Source: an optimization exercise on an open RTL-to-GDS flow (aim: small area and a short achievable clock period). Production flows keep margins and buffers that such runs may drop. RTL that was checked went through simulation tests only; none was proved equivalent to the original. Power is estimated from default activity; no workload was simulated.

== 02-24 ==
// noc_router
module noc_router (
    input  logic        clk,
    input  logic        rst,
    input  logic [2:0]  CONST_localx,
    input  logic [2:0]  CONST_localy,
    input  logic [31:0] data_n_in,
    input  logic [31:0] data_s_in,
    input  logic [31:0] data_w_in,
    input  logic [31:0] data_e_in,
    input  logic [31:0] data_p_in,
    input  logic [4:0]  data_void_in,
    input  logic [4:0]  stop_in,
    output logic [31:0] data_n_out,
    output logic [31:0] data_s_out,
    output logic [31:0] data_w_out,
    output logic [31:0] data_e_out,
    output logic [31:0] data_p_out,
    output logic [4:0]  data_void_out,
    output logic [4:0]  stop_out
);
    function automatic logic [4:0] xy_route(input logic [31:0] flit,
                                            input logic [2:0] lx,
                                            input logic [2:0] ly);
        logic [2:0] dx;
        logic [2:0] dy;
        dx = flit[23:21];
        dy = flit[20:18];
        xy_route[3] = (dx > lx);
        xy_route[2] = (dx < lx);
        xy_route[0] = (dx == lx) && (dy < ly);
        xy_route[1] = (dx == lx) && (dy > ly);
        xy_route[4] = (dx == lx) && (dy == ly);
    endfunction
    logic [31:0] din [5];
    logic [31:0] f_r [5];         
    logic [31:0] b_r [5][4];      
    logic [1:0]  rd_r [5];        
    logic [1:0]  wr_r [5];        
    logic [4:0]  th_r [5];        
    logic [4:0]  go_r;            
    logic [4:0]  act_r;           
  ...
For scale: roughly 350 I/O pins, about 44000 sq um of cells after synthesis.
==> flow/config.mk <==
export PLATFORM = sky130hd
export DESIGN_NAME = noc_router
export DESIGN_NICKNAME = noc_router
export VERILOG_FILES = /design/flow/design.v
export SDC_FILE = /design/flow/constraint.sdc
export NUM_CORES = 8
export LEC_CHECK = 0
export CAP_MARGIN = 20
export CORE_MARGIN = 2
export CORE_UTILIZATION = 50
export PLACE_DENSITY = 0.55
export SETUP_SLACK_MARGIN = 5
export SLEW_MARGIN = 20
==> flow/constraint.sdc <==
create_clock -name core_clock -period 10.0 [get_ports {clk}]
set_input_delay 2.0000 -clock core_clock [delete_from_list [all_inputs] [get_ports {clk}]]
set_output_delay 2.0000 -clock core_clock [all_outputs]
set_load 0.01 [all_outputs]
standard.sh (not shown) runs the stock make flow with config.mk's settings and CLKGATE_MAP_FILE= SYNTH_SCRIPT=/design/flow/synth_recipe.tcl, a recipe that flattens the netlist after the stock synthesis.
==> flow/flow/run.sh <==
#!/bin/bash
set -euo pipefail
bash standard.sh SETUP_SLACK_MARGIN=6.72 \
  "BUFFER_PORTS_ARGS=-buffer_cell sky130_fd_sc_hd__buf_1" \
  "CTS_ARGS=-sink_clustering_enable -repair_clock_nets -sink_clustering_size 25 -sink_clustering_max_diameter 70 -dont_use_dummy_load" \
  finish > standard_flow.log 2>&1
02-24 went all the way through the flow, and no timing, DRC or antenna check failed.
Input changes introduced in 12-10 (baseline for comparison: 02-24):
==> flow/flow/run.sh <==
#!/bin/bash
set -euo pipefail
bash standard.sh SETUP_SLACK_MARGIN=6.65 \
  "BUFFER_PORTS_ARGS=-buffer_cell sky130_fd_sc_hd__buf_1" \
  "CTS_ARGS=-sink_clustering_enable -repair_clock_nets -sink_clustering_size 25 -sink_clustering_max_diameter 70 -dont_use_dummy_load" \
  finish > standard_flow.log 2>&1
==> run summary <==
- 12-10 vs 02-24 — sequential share of cell area rose 0.25 points.
- 02-24 -> 12-10: power decreased slightly
- Comparing 02-24 and 12-10, the higher footprint of the multi-input gates is on 02-24.
- 12-10 ends up with a internal cell power that is 0.000078 W lower than in 02-24.

## before
The RTL this note starts from:
==> flow/design.v <==
module noc_router (
    input  logic        clk,
    input  logic        rst,
    input  logic [2:0]  CONST_localx,
    input  logic [2:0]  CONST_localy,
    input  logic [31:0] data_n_in,
    input  logic [31:0] data_s_in,
    input  logic [31:0] data_w_in,
    input  logic [31:0] data_e_in,
    input  logic [31:0] data_p_in,
    input  logic [4:0]  data_void_in,
    input  logic [4:0]  stop_in,
    output logic [31:0] data_n_out,
    output logic [31:0] data_s_out,
    output logic [31:0] data_w_out,
    output logic [31:0] data_e_out,
    output logic [31:0] data_p_out,
    output logic [4:0]  data_void_out,
    output logic [4:0]  stop_out
);
    function automatic logic [4:0] xy_route(input logic [31:0] flit,
                                            input logic [2:0] lx,
                                            input logic [2:0] ly);
        logic [2:0] dx;
        logic [2:0] dy;
        dx = flit[23:21];
        dy = flit[20:18];
        xy_route[3] = (dx > lx);
        xy_route[2] = (dx < lx);
        xy_route[0] = (dx == lx) && (dy < ly);
        xy_route[1] = (dx == lx) && (dy > ly);
        xy_route[4] = (dx == lx) && (dy == ly);
    endfunction
    logic [31:0] din [5];
    logic [31:0] f_r [5];         
    logic [31:0] b_r [5][4];      
    logic [1:0]  rd_r [5];        
    logic [1:0]  wr_r [5];        
    logic [4:0]  th_r [5];        
    logic [4:0]  go_r;            
    logic [4:0]  act_r;           
    logic [4:0]  tgt_r [5];       
    logic [31:0] od_r [5];
    logic [4:0]  ov_r;
    logic [4:0]  mask_r [5];      
    logic [4:0]  ne_s, disc_s, push_s, pop_s, ldf_s, act_n_s;
    logic [4:0]  ld_s, has_s, hgnt_s, busy_s;
    logic [4:0]  hreq_s [5];      
    logic [4:0]  gnt_s [5];       
    logic [31:0] cand_s [5];
    logic [31:0] od_n_s [5];
    logic [31:0] f_n_s [5];
    assign din[0] = data_n_in;
    assign din[1] = data_s_in;
    assign din[2] = data_w_in;
    assign din[3] = data_e_in;
    assign din[4] = data_p_in;
    always_comb begin
        for (int i = 0; i < 5; i++) begin
            ne_s[i]   = th_r[i][0];
            disc_s[i] = ne_s[i] && !act_r[i] && !f_r[i][31];
            push_s[i] = !data_void_in[i] && go_r[i];
        end
        for (int o = 0; o < 5; o++) begin
            ld_s[o]   = !ov_r[o] || !stop_in[o];
            busy_s[o] = 1'b0;
            for (int i = 0; i < 5; i++) begin
                busy_s[o]    = busy_s[o] | (act_r[i] & tgt_r[i][o]);
                hreq_s[o][i] = ne_s[i] && !act_r[i] && f_r[i][31] && tgt_r[i][o];
            end
        end
        for (int o = 0; o < 5; o++) begin
            for (int i = 0; i < 5; i++) begin
                logic kill;
                kill = 1'b0;
                for (int j = 0; j < 5; j++) begin
                    if (j < i) begin
                        kill = kill | (hreq_s[o][j] & (mask_r[o][j] | !mask_r[o][i]));
                    end else if (j > i) begin
                        kill = kill | (hreq_s[o][j] & mask_r[o][j] & !mask_r[o][i]);
                    end
                end
                gnt_s[o][i] = (ne_s[i] && act_r[i] && tgt_r[i][o]) ||
                              (!busy_s[o] && hreq_s[o][i] && !kill);
            end
            has_s[o]  = (gnt_s[o] != 5'b00000);
            hgnt_s[o] = !busy_s[o] && (hreq_s[o] != 5'b00000);
            od_n_s[o] = od_r[o] & {32{!ld_s[o]}};
            for (int i = 0; i < 5; i++) begin
                od_n_s[o] = od_n_s[o] | (f_r[i] & {32{gnt_s[o][i] & ld_s[o]}});
            end
        end
        for (int i = 0; i < 5; i++) begin
            logic sent;
            sent = 1'b0;
            for (int o = 0; o < 5; o++) begin
                sent = sent | (gnt_s[o][i] & ld_s[o]);
            end
            pop_s[i]  = disc_s[i] | sent;
            ldf_s[i]  = pop_s[i] || !th_r[i][0];
            cand_s[i] = din[i] & {32{!th_r[i][1]}};
            for (int k = 0; k < 4; k++) begin
                cand_s[i] = cand_s[i] | (b_r[i][k] & {32{th_r[i][1] && rd_r[i] == 2'(k)}});
            end
            f_n_s[i] = ldf_s[i] ? cand_s[i] : f_r[i];
            if (pop_s[i]) begin
                act_n_s[i] = act_r[i] ? !f_r[i][30] : (f_r[i][31] && !f_r[i][30]);
            end else begin
                act_n_s[i] = act_r[i];
            end
        end
    end
    always_ff @(posedge clk or negedge rst) begin
        if (!rst) begin
            for (int i = 0; i < 5; i++) begin
                th_r[i] <= 5'b00000;
                rd_r[i] <= 2'd0;
                wr_r[i] <= 2'd0;
            end
            go_r   <= 5'b00000;
            act_r  <= 5'b00000;
        end else begin
            for (int i = 0; i < 5; i++) begin
                if (push_s[i] && !pop_s[i]) begin
                    th_r[i] <= {th_r[i][3:0], 1'b1};
                end else if (pop_s[i] && !push_s[i]) begin
                    th_r[i] <= {1'b0, th_r[i][4:1]};
                end
                go_r[i]   <= pop_s[i] || !(th_r[i][4] || (th_r[i][3] && push_s[i]));
                if (pop_s[i] && (th_r[i][1] || push_s[i])) begin
                    rd_r[i] <= rd_r[i] + 2'd1;
                end
                if (push_s[i] && th_r[i][0]) begin
                    wr_r[i] <= wr_r[i] + 2'd1;
                end
                act_r[i] <= act_n_s[i];
            end
        end
    end
    always_ff @(posedge clk) begin
        for (int i = 0; i < 5; i++) begin
            f_r[i] <= f_n_s[i];
            if (ldf_s[i] && !act_n_s[i]) begin
                tgt_r[i] <= xy_route(cand_s[i], CONST_localx, CONST_localy);
            end
            for (int k = 0; k < 4; k++) begin
                if (go_r[i] && th_r[i][0] && wr_r[i] == 2'(k)) begin
                    b_r[i][k] <= din[i];
                end
            end
        end
    end
    always_ff @(posedge clk or negedge rst) begin
        if (!rst) begin
            ov_r <= 5'b00000;
            for (int o = 0; o < 5; o++) begin
                mask_r[o] <= 5'b11111;
            end
        end else begin
            for (int o = 0; o < 5; o++) begin
                if (ld_s[o]) begin
                    ov_r[o] <= has_s[o];
                    if (hgnt_s[o]) begin
                        for (int k = 0; k < 5; k++) begin
                            logic after;
                            after = 1'b0;
                            for (int i = 0; i < k; i++) begin
                                after = after | gnt_s[o][i];
                            end
                            mask_r[o][k] <= after | gnt_s[o][4];
                        end
                    end
                end
            end
        end
    end
    always_ff @(posedge clk) begin
        for (int o = 0; o < 5; o++) begin
            od_r[o] <= od_n_s[o];
        end
    end
    assign data_n_out    = od_r[0];
    assign data_s_out    = od_r[1];
    assign data_w_out    = od_r[2];
    assign data_e_out    = od_r[3];
    assign data_p_out    = od_r[4];
    assign data_void_out = ~ov_r;
    assign stop_out      = ~go_r;
endmodule
Settings: LEC_CHECK=0, CAP_MARGIN=20, CORE_MARGIN=2, CORE_UTILIZATION=50, CTS_CLUSTER_DIAMETER=80, CTS_CLUSTER_SIZE=30, PLACE_DENSITY=0.55, SETUP_SLACK_MARGIN=5, SLEW_MARGIN=20; clock period 10.0 ns.
==> flow/flow/run.sh <==
#!/bin/bash
set -euo pipefail
bash standard.sh SETUP_SLACK_MARGIN=6.65 \
  "BUFFER_PORTS_ARGS=-buffer_cell sky130_fd_sc_hd__buf_1" \
  finish > standard_flow.log 2>&1
#### Input delta (after over before)
==> flow/flow/run.sh <==
#!/bin/bash
set -euo pipefail
bash standard.sh SETUP_SLACK_MARGIN=6.7 \
  "BUFFER_PORTS_ARGS=-buffer_cell sky130_fd_sc_hd__buf_1" \
  finish > standard_flow.log 2>&1
-- flow/config.mk --
<<< before, line 9
export CORE_MARGIN = 2
export CORE_UTILIZATION = 50
export CTS_CLUSTER_DIAMETER = 80
export CTS_CLUSTER_SIZE = 30
export PLACE_DENSITY = 0.55
export SETUP_SLACK_MARGIN = 5
>>> after, line 9
export CORE_MARGIN = 2
export CORE_UTILIZATION = 32
export PLACE_DENSITY = 0.35
export SETUP_SLACK_MARGIN = 5
[summary]
Sequential share of layout area, before and after: higher on before. The master of the slowest instance on the critical path comes out sky130_fd_sc_hd__o31ai_2 in one run and sky130_fd_sc_hd__a2111oi_4 in the other, namely in after and before respectively. The maximum clock frequency of after is higher than that of before. Per the comparison of after with before, multi-input combinational area share now smaller, share of total power in the clock network now larger.
No run of this note included a check of the RTL's function; only the layout flow was run.

what the ideal ports hide:
The flow's constraints put no driver on any port. The routed layouts listed below were extracted and timed again, unchanged, in two steps.
Step 1 assumes that a clkbuf_16 drives the clock port and a buf_2 every other input.
Step 2 moves the port delays by t, midway between the first and last clock arrival at a register: inputs arrive t later, outputs are due t later. That takes back most of the time a late clock gives input paths.
Slacks: ideal ports / drivers / drivers and shift; pairs: ideal ports / drivers.
run	shift t [ns]	setup slack, ns	worst data-port slew with drivers (ns)	cell pins on the clock port's net
02-24	0.740	6.565 / 6.569 / 5.829	0.07	1
12-10	0.736	6.588 / 6.563 / 5.861	0.07	1
before	0.721	6.610 / 6.580 / 5.907	0.07	1
after	0.818	6.628 / 6.545 / 5.844	0.12	1
After both steps every run listed still meets setup and hold. The setup slack of after, which loses most, moves by -0.083 ns with the drivers and by -0.784 ns with both steps.
